This is an optimization exercise on Yosys and OpenROAD, whose aim is small area, a short achievable clock period and few clock cycles per item, not a production implementation. Where RTL was checked, it was by simulation tests only, not by an equivalence proof against the original. Only the layout flow was run in runs 1 and 2; the RTL was not checked for function there. Power figures rest on the tool's default switching activity, not on a simulated workload.

===== flow/constraint.sdc =====
create_clock -name core_clock -period 4.0 [get_ports {aclk}]
set_input_delay 0.8000 -clock core_clock [delete_from_list [all_inputs] [get_ports {aclk}]]
set_output_delay 0.8000 -clock core_clock [all_outputs]
set_load 0.01 [all_outputs]

===== flow/design.v =====
package bst_pkg;
    localparam int TOKEN_WIDTH   = 8;
    localparam int PAYLOAD_WIDTH = 32;
    localparam int NODE_COUNT    = 16;
endpackage
`timescale 1ns/1ps
module bst_engine_top (
    input  logic              aclk,
    input  logic              aresetn,
    input  logic              req_valid,
    output logic              req_ready,
    input  logic [47:0]       req,
    output logic              cpl_valid,
    input  logic              cpl_ready,
    output logic [32:0]       cpl
);
    localparam int N  = bst_pkg::NODE_COUNT;
    localparam int TW = bst_pkg::TOKEN_WIDTH;
    localparam int PW = bst_pkg::PAYLOAD_WIDTH;
    logic [TW-1:0] tok [N];
    logic [PW-1:0] pay [N];
    logic [N-1:0]  dead;     
    logic [N:0]    nxt;      
    logic          p_ins;    
    logic          p_dup;    
    logic [N-1:0]  mq0, mq1;     
    logic [1:0]    mq_cnt;
    logic          c_v;
    logic [PW:0]   c_q, c_h;    
    logic          n_rdy;
    logic          fire, ins_fire, srch_fire, any;
    logic [N-1:0]  used, newest, live, match;
    logic          c_free, pop;
    logic [PW-1:0] sel_pay;
    assign req_ready = !n_rdy;
    assign cpl_valid = c_v;
    assign cpl       = c_q;
    assign fire      = req_valid && !n_rdy;
    assign ins_fire  = fire && (req[47:40] == 8'd1);
    assign srch_fire = fire && (req[47:40] == 8'd2);
    always_comb begin
        used[N-1] = nxt[N];
        for (int i = N-2; i >= 0; i--)
            used[i] = used[i+1] || nxt[i+1];
        for (int i = 0; i < N; i++) begin
            newest[i] = nxt[i+1];
            live[i]   = used[i] && ((p_ins && newest[i]) ? !p_dup : !dead[i]);
        end
    end
    always_comb begin
        for (int i = 0; i < N; i++)
            match[i] = live[i] && (tok[i] == req[39:32]);
    end
    assign any = |match;
    always_ff @(posedge aclk) begin
        for (int i = 0; i < N; i++) begin
            if (nxt[i]) begin
                tok[i] <= req[39:32];
                pay[i] <= req[31:0];
            end
            if (p_ins && newest[i]) dead[i] <= p_dup;
        end
    end
    always_ff @(posedge aclk) begin
        p_dup <= any;
    end
    always_ff @(posedge aclk or negedge aresetn) begin
        if (!aresetn) begin
            nxt   <= (N+1)'(1);
            p_ins <= 1'b0;
        end else begin
            if (ins_fire && !nxt[N]) nxt <= {nxt[N-1:0], 1'b0};
            p_ins <= ins_fire && !nxt[N];
        end
    end
    assign c_free = !c_v || cpl_ready;
    assign pop    = c_free && (mq_cnt != 2'd0);
    always_ff @(posedge aclk) begin
        if (mq_cnt == 2'd0 || pop) mq0 <= mq_cnt[1] ? mq1 : match;
        if (mq_cnt == 2'd1)        mq1 <= match;
    end
    always_ff @(posedge aclk or negedge aresetn) begin
        if (!aresetn) begin
            mq_cnt <= 2'd0;
            c_v    <= 1'b0;
            n_rdy  <= 1'b0;
        end else begin
            case (mq_cnt)
                2'd0:    mq_cnt <= srch_fire ? 2'd1 : 2'd0;
                2'd1:    mq_cnt <= (srch_fire == pop) ? 2'd1 : (srch_fire ? 2'd2 : 2'd0);
                default: mq_cnt <= pop ? 2'd1 : 2'd2;
            endcase
            n_rdy  <= (mq_cnt[1] && !pop) || (mq_cnt == 2'd1 && srch_fire && !pop);
            c_v    <= pop || (c_v && !cpl_ready);
        end
    end
    always_comb begin
        sel_pay = '0;
        for (int i = 0; i < N; i++)
            sel_pay = sel_pay | (pay[i] & {PW{mq0[i]}});
    end
    always_ff @(posedge aclk) begin
        c_q <= c_free ? {sel_pay, ~|mq0} : c_h;
        if (pop) c_h <= {sel_pay, ~|mq0};
    end
endmodule

===== flow/flow/run.sh =====
#!/bin/bash
# The standard layout, with faster port buffers.
set -euo pipefail
bash standard.sh "BUFFER_PORTS_ARGS=-buffer_cell sky130_fd_sc_hd__buf_4" finish > standard.log 2>&1

===== flow/standard.sh =====
#!/bin/bash
# synth_recipe.tcl (not shown) runs the flow's synth.tcl, then flattens the netlist and writes it again
# the make line also repeats each setting of config.mk as NAME=value (left out here)
make -C /OpenROAD-flow-scripts/flow DESIGN_CONFIG=/design/flow/config.mk WORK_HOME=/design/flow/orfs CLKGATE_MAP_FILE= SYNTH_SCRIPT=/design/flow/synth_recipe.tcl "${@:-finish}"

===== flow/config.mk =====
export PLATFORM = sky130hd
export DESIGN_NAME = bst_engine_top
export DESIGN_NICKNAME = bst_engine_top
export VERILOG_FILES = /design/flow/design.v
export SDC_FILE = /design/flow/constraint.sdc
export NUM_CORES = 4
export LEC_CHECK = 0
export ABC_CLOCK_PERIOD_IN_PS = 1500
export CAP_MARGIN = 20
export CORE_MARGIN = 2
export CORE_UTILIZATION = 60
export CTS_CLUSTER_DIAMETER = 150
export CTS_CLUSTER_SIZE = 25
export SETUP_SLACK_MARGIN = 2.15
export SLEW_MARGIN = 20

==> impl_metrics.tcl, run 1 <==
set metrics [dict create \
    critPathCapture "mq0[2]" \
    initial_core_util_pct 61.0 \
    synth_edf_count 721 \
    first_global_vias 15400 \
    synth.net_count 1606 \
    post-place-cells 2215 \
    drive_gt1_share_pct 26.4 \
    grt_antenna_before_repair 0 \
    fin_area_sq_um 33300 \
    cts_max_path_buffers 3 \
    cts-buffers-inserted 37 \
    cts-htree-levels 2 \
    path_clk_slew_ns 0.10 \
    cts_tree "done" \
    root_buffer "clkbuf_16" \
    finalSetupTns_ns 0 \
    worst_pin_slew_ns 0.924 \
    finalNonFillerCells 2396 \
    rows 79 \
    dieArea_sq_um 49200 \
    drt_pass1_iterations 18 \
    slew-limit-headroom_pct 38.4 \
    critPathCaptureType "flip-flop" \
    drv_cap 0 \
    period_share_pct 52.4 \
    wl_per_cell_microns 30.6 \
    antenna-diode-count 0 \
    grtUsageTotal_pct 29.7 \
    rsz0062_at_grt "true" \
    final_common_cell "edfxtp_1" \
    grt_pass1_wl_mm 105 \
    critical_path_required_ns 4.35 \
    drtIter0Drc 1863 \
    synth_cells 1553 \
    ys_ff_latch 777 \
    power_density_nw_per_um2 416 \
    fmax_mhz 477 \
    hpwlAfterDp_mm 37.5 \
    synth_cell_types 46 \
    avgSynthCellArea_sq_um 18.3 \
    area_growth_pct 17.1 \
    placed_cell_area_sq_um 30100 \
    status "no timing/DRC/antenna violations" \
    rr_worst_depth 6 \
    pin_count 87 \
    skew_ns 0.0306 \
    clk-insertion-delay-late_ns 0.59 \
    crit_type "flip-flop to flip-flop" \
    synth-main-ff-cell "edfxtp_1" \
    overflow 0 \
    ir_worst_vdd_mv 0.417 \
    slew_viol_final 0 \
    routed_wl_mm 73.4 \
    via_per_inst 6.53 \
    nNetsFinal 1813 \
    async_flop_share_pct 2.83 \
    path_max_fanout 4 \
    die_w_microns 222 \
    die_h_microns 222 \
    port_buffers 86 \
    grt_max_degree 43 \
    synth.cell_area_sq_um 28500 \
    coreArea_sq_um 46700 \
    power.leakage_nw 11.2 \
    setup_violations 0 \
    ys_warn_count 3 \
    ant_nets 0 \
    rr_startpoint "nxt[13]" \
    start_kind "flip-flop" \
    vias 15600 \
    clock-sinks 777 \
    hold_violations 0 \
    ys_seq_area_share_pct 80.4 \
    remaining_drc_errors 0 \
    layout_common_cells "721 x edfxtp_1, 134 x buf_4, 124 x a22oi_1" \
    rr_endpoint "mq0[2]" \
    hold_path.class "primary input to async pin" \
    gp_congestion 0.754 \
    crit_path_start "nxt[13]" \
    fin_crit_ns 2.10 \
    worstPathArrival_ns 2.45 \
    ff2ff_setup_slack_ns 1.90 \
]
[cell families (layout without fill, tap and decap cells)]
logic type | Yosys count | in the layout | share of synthesized area (%)
AO/OA/AOI/OAI | 285 | 285 | 7.99
flip-flops | 777 | 777 | 80.4
buffers and inverters | 96 | 332 | 1.34
AND/OR/NAND/NOR | 213 | 213 | 4.27
adder cells (fa/ha/maj) | 1 | 1 | 0.0439
XOR/XNOR | 128 | 128 | 3.94
multiplexers | 53 | 53 | 2.04
[per-stage QoR]
step | hold slack (ns) | setup WS (ns) | util, % | total power [mW]
2_1_floorplan | 0.408 | 1.77 | - | 9.37
3_3_place_gp | 0.419 | 1.37 | 64.5 | 9.62
3_5_place_dp | 0.425 | 1.34 | 64.5 | 9.63
4_1_cts | 0.0687 | 1.92 | 70.0 | 13.9
5_1_grt | 0.0859 | 1.84 | 71.5 | 14.2
6_report | 0.0823 | 1.90 | 71.5 | 13.9
[worst max-delay path: stages (launching register included)]
cell and delay [ns]:
dfrtp_4 0.53, nor4_4 0.20, buf_4 0.18, nand4_4 0.11, or3_4 0.40, and4_4 0.18
mux2_2 0.25
[state kept, by name (all words and copies together), names as in the netlist, 2 cells and up]
register and cells:
c_q 33, dead 16, mq0 16, nxt 17, c_h 33, mq1 16, tok 128, mq_cnt 2
pay 512
[power breakdown]
| part | internal (mW) | total (mW) | switching, mW |
|---|---|---|---|
| registers | 8.93 | 8.96 | 0.0287 |
| clock network | 1.87 | 4.32 | 2.45 |
| logic | 0.251 | 0.577 | 0.326 |
| total | 11.1 | 13.9 | 2.80 |
[how the worst min path moves through the flow]
stage	slack, ns	end	start
after detailed placement	0.42	c_q[0]	c_h[0]
after CTS	0.07	n_rdy	aresetn
final	0.08	nxt[13]	aresetn
after global placement	0.42	c_q[0]	c_h[0]
after floorplan	0.41	c_q[0]	c_h[0]
after global routing	0.09	c_v	aresetn
[Yosys cell counts, types with 2 or more instances]
library cell	instances	area [sq um]
edfxtp_1	721	21700
a22oi_1	128	961
xor2_1	105	920
a22o_1	65	569
a221oi_1	64	561
clkbuf_1	58	218
nand4_1	46	288
nor2_1	41	154
mux2_2	40	450
dfxtp_1	34	681
and3_1	32	200
nor4_1	28	175
xnor2_1	23	201
nand2_1	22	82.6
dfrtp_1	21	526
and2_1	16	100
buf_2	16	80.1
inv_1	16	60.1
o21ai_0	14	70.1
mux2i_1	13	130
buf_1	6	22.5
nand3_1	6	30.0
nor3_1	6	30.0
o2111ai_1	4	35.0
nor2b_1	3	18.8
a2111oi_0	2	17.5
a21boi_0	2	15.0
a21oi_1	2	10.0
nor4_2	2	25.0
[layout make-up]
cell class,count,area (sq um)
inverter,16,60.1
clock inverter,2,38.8
fill,2959,13300
multi-input combinational,680,5820
tap,607,759
sequential,777,23000
clock buffer,66,1080
timing repair buffer,248,2630
[layer usage]
metal  global-route usage (%)  wire length (microns)  up-vias
li1                         -                      -     6675
met1                     42.3                  29500     8132
met2                     48.4                  35700      723
met3                     4.78                   6010      104
met4                     8.44                   2160        0
met5                        0                      0        -
[timing repair]
action / 4_1_cts / 5_1_grt
setup endpoints to repair: 202 / 117
pin swaps: 41 / 65
gates cloned: 1 / 3
hold buffers: 0 / 0
resized for setup: 153 / 99
buffers inserted: 86 / 23
==> run 2: changes to the inputs <==
--- a/flow/config.mk
+++ b/flow/config.mk
@@ -13,3 +13,3 @@
 export CTS_CLUSTER_SIZE = 25
-export SETUP_SLACK_MARGIN = 2.15
+export SETUP_SLACK_MARGIN = 2.0
 export SLEW_MARGIN = 20
==> impl_metrics.tcl, run 2 <==
set metrics [dict create \
    synth_edf_count 721 \
    critPathSlowestCell "dfrtp_2" \
    finalNonFillerCells 2343 \
    via_per_inst 6.56 \
    synth.cell_area_sq_um 28500 \
    reg_top3 "pay x512, tok x128" \
    cts_max_path_buffers 3 \
    fmax_mhz 453 \
    grt_max_degree 45 \
    hold_path.class "primary input to async pin" \
    slew_viol_final 0 \
    multi_input_area_sq_um 5510 \
    power.leakage_nw 10.6 \
    worst_slack_ns 1.79 \
    vias 15400 \
    die_h_microns 222 \
    p_sw_mw 2.73 \
    initial_core_util_pct 61.0 \
    async_flop_share_pct 2.83 \
    p_comb_share_pct 3.8 \
    p_sw_share_pct 20.0 \
    period_share_pct 55.2 \
    cts_tree "done" \
    area_growth_pct 12.8 \
    coreArea_sq_um 46700 \
    die_w_microns 222 \
    netlist.area_leader.share_pct 76.1 \
    overflow 0 \
    critical_path_required_ns 4.34 \
    setup_violations 0 \
    ys_seq_area_share_pct 80.4 \
    fin_crit_ns 2.21 \
    nNetsFinal 1764 \
    fin_area_sq_um 32100 \
    avgSynthCellArea_sq_um 18.3 \
    grt_pass1_wl_mm 102 \
    worstPathArrival_ns 2.55 \
    path_cells "buf_12 -> nor4_4 -> nand4_2 -> or3_4 -> and4_4 -> mux2_2" \
    fin_util_pct 68.8 \
    hpwlAfterDp_mm 37.1 \
    placed_cell_area_sq_um 30000 \
    rows 79 \
    power_frac_clock_pct 30.6 \
    grtUsageTotal_pct 28.8 \
    synth_common_cells "721 x edfxtp_1, 128 x a22oi_1, 105 x xor2_1" \
    final_common_cell "edfxtp_1" \
    power.share.sequential_pct 65.6 \
    finalSetupTns_ns 0 \
    ys_warn_count 3 \
    drv_cap 0 \
    wl_per_cell_microns 30.2 \
    slew-limit-headroom_pct 26.3 \
    path_clk_slew_ns 0.10 \
    path_max_fanout 4 \
    grt_antenna_before_repair 4 \
    cp_top_family "simple AND/OR/NAND/NOR gates" \
    synth_cell_types 46 \
    power_density_nw_per_um2 425 \
    pin_count 87 \
    drive_gt1_share_pct 19.7 \
    clk-insertion-delay-late_ns 0.59 \
    clock-sinks 777 \
    fill_cells 3078 \
    port_buffers 86 \
    synth.net_count 1606 \
    cts-htree-levels 2 \
    hold_violations 0 \
    layout_common_cells "721 x edfxtp_1, 165 x buf_4, 128 x a22oi_1" \
    ctsHoldBuffers 0 \
    regArea_sq_um 22900 \
    remaining_drc_errors 0 \
    synth-main-ff-cell "edfxtp_1" \
    post-place-cells 2212 \
    skew_ns 0.0355 \
    pre_cts_ws_ns 1.23 \
    synth_cells 1553 \
    first_global_vias 14900 \
    critPathCaptureType "flip-flop" \
    start_kind "flip-flop" \
    crit_buf_inv 1 \
    crit_type "flip-flop to flip-flop" \
    synth_area_leaders "edfxtp_1 76%, a22oi_1 3.4%, xor2_1 3.2%" \
    status "no timing/DRC/antenna violations" \
    intPower_mw 10.9 \
    ys_ff_latch 777 \
    drt_pass1_iterations 17 \
    drtIter0Drc 1842 \
    yosysMostFrequentCell "edfxtp_1" \
    synth_area_leader_cell "edfxtp_1" \
    ant_nets 0 \
    slowest_delay_ns 0.44 \
    largest_reg_flops 512 \
    routed_wl_mm 70.8 \
    worst_pin_slew_ns 1.11 \
    dieArea_sq_um 49200 \
    rsz0062_at_grt "true" \
    ir_worst_vdd_mv 0.404 \
    gp_congestion 0.761 \
    cts-buffers-inserted 37 \
    root_buffer "clkbuf_16" \
    regMostFlops "pay" \
]
[run 2: cell types whose count changed in the layout (fill, tap and decap cells not counted), moves of 9 or more]
cell	delta
buf_12	-9
dfxtp_1	+29
buf_6	-64
dfxtp_2	-29
a221oi_1	+30
a221oi_2	-30
buf_4	+31
[run 2: final timing paths]
check                           slack, ns  depth (start not counted)  endpoint    start
worst max-delay path                 1.79                          6    mq0[2]  nxt[14]
worst min-delay path                 0.09                          1    nxt[3]  aresetn
max in group asynchronous            3.63                          1    nxt[0]  aresetn
min in group core_clock              0.45                          2    c_q[0]   c_h[0]
worst min register to register       0.45                          2    c_q[0]   c_h[0]
worst max register to register       1.79                          6    mq0[2]  nxt[14]
[run 2: area by class of cell]
class,instances,area share (%)
antenna,1,0.00779
clock buffer,62,3.18
clock inverter,1,0.0935
inverter,16,0.187
multi-input combinational,680,17.2
sequential,777,71.4
tap,607,2.37
timing repair buffer,199,5.62
[run 2: repair_timing]
| item | in CTS | in global routing |
|---|---|---|
| cloned | 0 | 2 |
| endpoints found under the setup margin | 121 | 58 |
| pin swaps | 10 | 23 |
| gates resized for setup | 37 | 52 |
| setup buffers | 50 | 15 |
[run 2: cell families (layout without fill, tap and decap cells)]
family / Yosys count / after routing / share of synthesized area [%]
AOI/OAI and AO/OA: 285 / 285 / 7.99
xor gates and xnor gates: 128 / 128 / 3.94
adders and majority gates: 1 / 1 / 0.0439
buffers and inverters: 96 / 278 / 1.34
DFF: 777 / 777 / 80.4
muxes: 53 / 53 / 2.04
other: 0 / 1 / 0
and+or+nand+nor: 213 / 213 / 4.27
[run 2: stage by stage]
| stage | hold slack [ns] | total power, mW |
|---|---|---|
| 3_3_place_gp | 0.419 | 9.62 |
| 3_5_place_dp | 0.440 | 9.63 |
| 5_1_grt | 0.0834 | 14.0 |
| 4_1_cts | 0.0726 | 13.7 |
| 2_1_floorplan | 0.408 | 9.36 |
| 6_report | 0.0854 | 13.6 |
[run 2: routing by layer]
layer	up-vias	part of all wire [%]	GRT usage, %	wire length, microns
met2	744	49	47.1	34800
li1	6544	-	-	-
met4	4	2.3	7.54	1630
met5	-	0.032	0	23
met1	7971	39	40.7	28000
met3	100	9.1	5.08	6420
[run 2: worst register-to-register path: cells and delay by family (launching register included)]
kind | cells | cell delay, ns
buf+inv | 1 | 0.14
flops | 1 | 0.44
mux | 1 | 0.26
simple gates | 4 | 1.13
[run 2: power groups by stage]
stage	logic (mW)	clock network [mW]	registers, mW
6_report	0.515	4.17	8.95
5_1_grt	0.556	4.51	8.95
4_1_cts	0.504	4.26	8.95
3_5_place_dp	0.491	0	9.14
3_3_place_gp	0.481	0	9.13
2_1_floorplan	0.204	0	9.16
==> run 3: changes to the inputs <==
--- a/flow/design.v
+++ b/flow/design.v
@@ -22,3 +22,3 @@
     logic [N-1:0]  dead;     
-    logic [N:0]    nxt;      
+    logic [N-1:0]  used;     
     logic          p_ins;    
@@ -28,6 +28,6 @@
     logic          c_v;
-    logic [PW:0]   c_q, c_h;    
+    logic [PW:0]   c_q;
     logic          n_rdy;
     logic          fire, ins_fire, srch_fire, any;
-    logic [N-1:0]  used, newest, live, match;
+    logic [N-1:0]  wsel, newest, live, match;
     logic          c_free, pop;
@@ -41,7 +41,5 @@
     always_comb begin
-        used[N-1] = nxt[N];
-        for (int i = N-2; i >= 0; i--)
-            used[i] = used[i+1] || nxt[i+1];
         for (int i = 0; i < N; i++) begin
-            newest[i] = nxt[i+1];
+            wsel[i]   = ((i == 0) ? 1'b1 : used[i-1]) && !used[i];
+            newest[i] = used[i] && ((i == N-1) ? 1'b1 : !used[i+1]);
             live[i]   = used[i] && ((p_ins && newest[i]) ? !p_dup : !dead[i]);
@@ -56,3 +54,3 @@
         for (int i = 0; i < N; i++) begin
-            if (nxt[i]) begin
+            if (wsel[i]) begin
                 tok[i] <= req[39:32];
@@ -68,7 +66,7 @@
         if (!aresetn) begin
-            nxt   <= (N+1)'(1);
+            used  <= '0;
             p_ins <= 1'b0;
         end else begin
-            if (ins_fire && !nxt[N]) nxt <= {nxt[N-1:0], 1'b0};
-            p_ins <= ins_fire && !nxt[N];
+            if (ins_fire) used <= {used[N-2:0], 1'b1};
+            p_ins <= ins_fire && !used[N-1];
         end
@@ -102,4 +100,3 @@
     always_ff @(posedge aclk) begin
-        c_q <= c_free ? {sel_pay, ~|mq0} : c_h;
-        if (pop) c_h <= {sel_pay, ~|mq0};
+        if (c_free) c_q <= {sel_pay, ~|mq0};
     end
==> flow/flow/run.sh (replaced) <==
#!/bin/bash
# The standard layout with faster port buffers; after placement each
# register that feeds an output port's buffer is moved next to it.
set -euo pipefail
B="BUFFER_PORTS_ARGS=-buffer_cell sky130_fd_sc_hd__buf_4"
bash standard.sh "$B" place > standard_place.log 2>&1
openroad -no_init -exit flow/move_out_regs.tcl > move_out_regs.log 2>&1
bash standard.sh "$B" finish > standard.log 2>&1
==> flow/flow/move_out_regs.tcl (new file) <==
# Move each register that drives an output port's buffer onto that
# buffer's spot, legalise, and save the placement back.
set db_file orfs/results/sky130hd/bst_engine_top/base/3_place.odb
read_db $db_file
set block [ord::get_db_block]
set moved 0
foreach bt [$block getBTerms] {
  if {[$bt getIoType] != "OUTPUT"} continue
  set net [$bt getNet]
  if {$net == "NULL"} continue
  set buf ""
  foreach it [$net getITerms] { if {[$it isOutputSignal]} { set buf [$it getInst] } }
  if {$buf == ""} continue
  set drv ""
  foreach it [$buf getITerms] {
    if {[$it isInputSignal] && [$it getNet] != "NULL"} {
      foreach it2 [[$it getNet] getITerms] { if {[$it2 isOutputSignal]} { set drv [$it2 getInst] } }
    }
  }
  if {$drv == ""} continue
  if {![[$drv getMaster] isSequential]} continue
  set bb [$buf getBBox]
  $drv setLocation [$bb xMin] [$bb yMin]
  $drv setPlacementStatus PLACED
  incr moved
}
puts "moved $moved output registers"
detailed_placement
check_placement -verbose
write_db $db_file
==> impl_metrics.tcl, run 3 <==
set metrics [dict create \
    setup_violations 0 \
    coreArea_sq_um 45600 \
    grt_antenna_before_repair 3 \
    path_clk_slew_ns 0.09 \
    cts_tree "done" \
    layout_common_cells "721 x edfxtp_1, 131 x buf_4, 129 x a22o_1" \
    netlist.area_leader.share_pct 78.0 \
    ir_worst_vdd_mv 0.363 \
    cts_max_path_buffers 3 \
    fin_util_pct 66.8 \
    finalNonFillerCells 2149 \
    drt_pass1_iterations 5 \
    power_mw 13.2 \
    drv_cap 0 \
    synth-main-ff-cell "edfxtp_1" \
    slew_viol_final 0 \
    rr_worst_depth 2 \
    worstPathArrival_ns 2.34 \
    rows 78 \
    area_growth_pct 9.70 \
    critPathSlowestCell "nor2b_4" \
    root_buffer "clkbuf_16" \
    synth_area_leader_cell "edfxtp_1" \
    largest_reg_flops 512 \
    fmax_mhz 483 \
    clk-insertion-delay-late_ns 0.60 \
    die_w_microns 219 \
    power_density_nw_per_um2 433 \
    synth_cell_types 33 \
    pin_count 87 \
    post-place-cells 2078 \
    slew-limit-headroom_pct 32.3 \
    synth_common_cells "721 x edfxtp_1, 129 x a22o_1, 128 x a221oi_1, 128 x xnor2_1, 64 x clkbuf_1" \
    async_flop_share_pct 2.83 \
    port_buffers 86 \
    slowest_delay_ns 0.89 \
    critPathCaptureType "flip-flop" \
    vias 14400 \
    ys_seq_area_share_pct 79.9 \
    crit_type "flip-flop to flip-flop" \
    synth_area_leaders "edfxtp_1 78%, a22o_1 4.1%, a221oi_1 4.0%" \
    cts-buffers-inserted 35 \
    ant_nets 0 \
    routed_wl_mm 69.3 \
    hold_violations 0 \
    avgSynthCellArea_sq_um 19.4 \
    synth.cell_area_sq_um 27800 \
    critical_path_required_ns 4.27 \
    power.leakage_nw 9.82 \
    reg_top3 "pay x512, tok x128, c_q x33" \
    period_share_pct 51.8 \
    gp_congestion 0.786 \
    path_cells "nor2b_4 -> buf_12" \
    worst_pin_slew_ns 1.01 \
    dieArea_sq_um 48000 \
    path_max_fanout 21 \
    status "no timing/DRC/antenna violations" \
    drtIter0Drc 1854 \
    drive_gt1_share_pct 17.5 \
    die_h_microns 219 \
    regMostFlops "pay" \
    remaining_drc_errors 0 \
    yosysMostFrequentCell "edfxtp_1" \
    grt_max_degree 43 \
    skew_ns 0.0319 \
    first_global_vias 14300 \
    synth_edf_count 721 \
    wl_per_cell_microns 32.2 \
    initial_core_util_pct 60.9 \
    overflow 0 \
    start_kind "flip-flop" \
    fin_crit_ns 2.07 \
    final_common_cell "edfxtp_1" \
    ctsHoldBuffers 0 \
    cts-htree-levels 2 \
    via_per_inst 6.69 \
    ys_ff_latch 743 \
    clock-sinks 743 \
    hold_path.class "primary input to async pin" \
    hpwlAfterDp_mm 35.2 \
    finalSetupTns_ns 0 \
    synth_cells 1434 \
    grtUsageTotal_pct 29.5 \
    rsz0062_at_grt "true" \
    nNetsFinal 1587 \
    synth.net_count 1487 \
    grt_pass1_wl_mm 98.9 \
    ys_warn_count 3 \
]
run 3: final cells by class:
cell class              count  area, sq um
multi-input cells         603         5290
clock buffers              46          938
fillers                  3000        15100
diodes                      3         7.51
well taps                 600          751
clock inverters             3         33.8
flip-flops and latches    743        22200
inverters                   3         15.0
repair buffers            147         1220
repair inverters            1         5.00
run 3: kinds of logic after synthesis:
group | after synthesis | synth area share, %
adders and majority gates | 1 | 0.0450
buffers and inverters | 89 | 1.52
xor gates and xnor gates | 128 | 4.04
AOI/OAI and AO/OA | 260 | 8.16
and+or+nand+nor | 165 | 4.29
muxes | 48 | 2.03
DFF | 743 | 79.9
run 3: power breakdown:
| group | leakage (nW) | switching (mW) | internal [mW] |
|---|---|---|---|
| registers | 7.03 | 0.0425 | 8.65 |
| logic | 2.32 | 0.330 | 0.189 |
| clock network | 0.471 | 2.29 | 1.68 |
| total | 9.82 | 2.66 | 10.5 |
run 3: metrics by stage:
| step | cell area, sq um | hold slack, ns | worst slack, ns |
|---|---|---|---|
| global placement | 29300 | 0.531 | 1.49 |
| global route | 30500 | 0.0981 | 1.89 |
| finish | 30500 | 0.0970 | 1.93 |
| floorplan | 27900 | 0.504 | 1.80 |
| detailed placement | 29300 | 0.534 | 1.41 |
| CTS | 30400 | 0.0804 | 1.92 |
run 3: timing repair:
action / 4_1_cts / 5_1_grt
setup endpoints to repair: 188 / 63
resized for setup: 9 / 4
buffers inserted: 14 / 3
pin swaps: 0 / 1
cloned: 2 / 0
run 3: worst max-delay path, delay by kind of cell (launching register included):
kind	cells	cell delay, ns
flip-flops	1	0.55
AND/OR/NAND/NOR	1	0.89
buffers and inverters	1	0.31
run 3: metal layers:
| layer | up-vias | part of all wire (%) | GRT usage, % |
|---|---|---|---|
| met5 | - | 0.020 | 0 |
| met4 | 2 | 2.9 | 9.30 |
| met3 | 105 | 7.2 | 4.92 |
| met2 | 627 | 49 | 48.6 |
| met1 | 7605 | 41 | 40.7 |
| li1 | 6047 | - | - |
run 3: path summary, 6_finish.rpt:
path                       startpoint          end  slack, ns
hold / removal                aresetn     used[13]        0.1
min in group core_clock       req[19]  pay[11][19]       0.50
hold reg to reg               mq1[12]      mq0[12]       0.56
setup / recovery             used[10]   pay[11][1]       1.93
setup reg to reg             used[10]   pay[11][1]       1.93
max in group asynchronous     aresetn        p_ins       3.66
Testbench counts of run 3, summed over its fixed seeds: cycles 12,672, items 12,288.

## afterwards: timing with drivers on the ports
How much do the figures lean on ideal ports? The routed layouts below were timed once more, with nothing changed but the port constraints. Step 1: set_driving_cell puts a clkbuf_16 on aclk and a buf_2 on each other input, an assumption about the parent block. Step 2 times the ports against the registers' clock, not the clock port: input delays grow and output delays shrink by t, the midpoint of the rising clock arrivals with the driver on. Slacks: no drivers / after step 1 / after step 2; pairs: no drivers / after step 1.
| run | t, ns | setup slack, ns | clock arrival spread, ns | worst register clock-pin slew, ns |
|---|---|---|---|---|
| run 1 | 0.641 | 1.904 / 1.904 / 1.520 | 0.049 / 0.049 | 0.10 / 0.10 |
| run 2 | 0.627 | 1.791 / 1.791 / 1.368 | 0.039 / 0.039 | 0.10 / 0.10 |
| run 3 | 0.637 | 1.930 / 1.930 / 1.565 | 0.036 / 0.035 | 0.11 / 0.11 |
After both steps setup and hold are still met in every run listed. For run 2, which loses most, drivers alone change the setup slack by 0.000 ns; drivers and shift together by -0.423 ns.
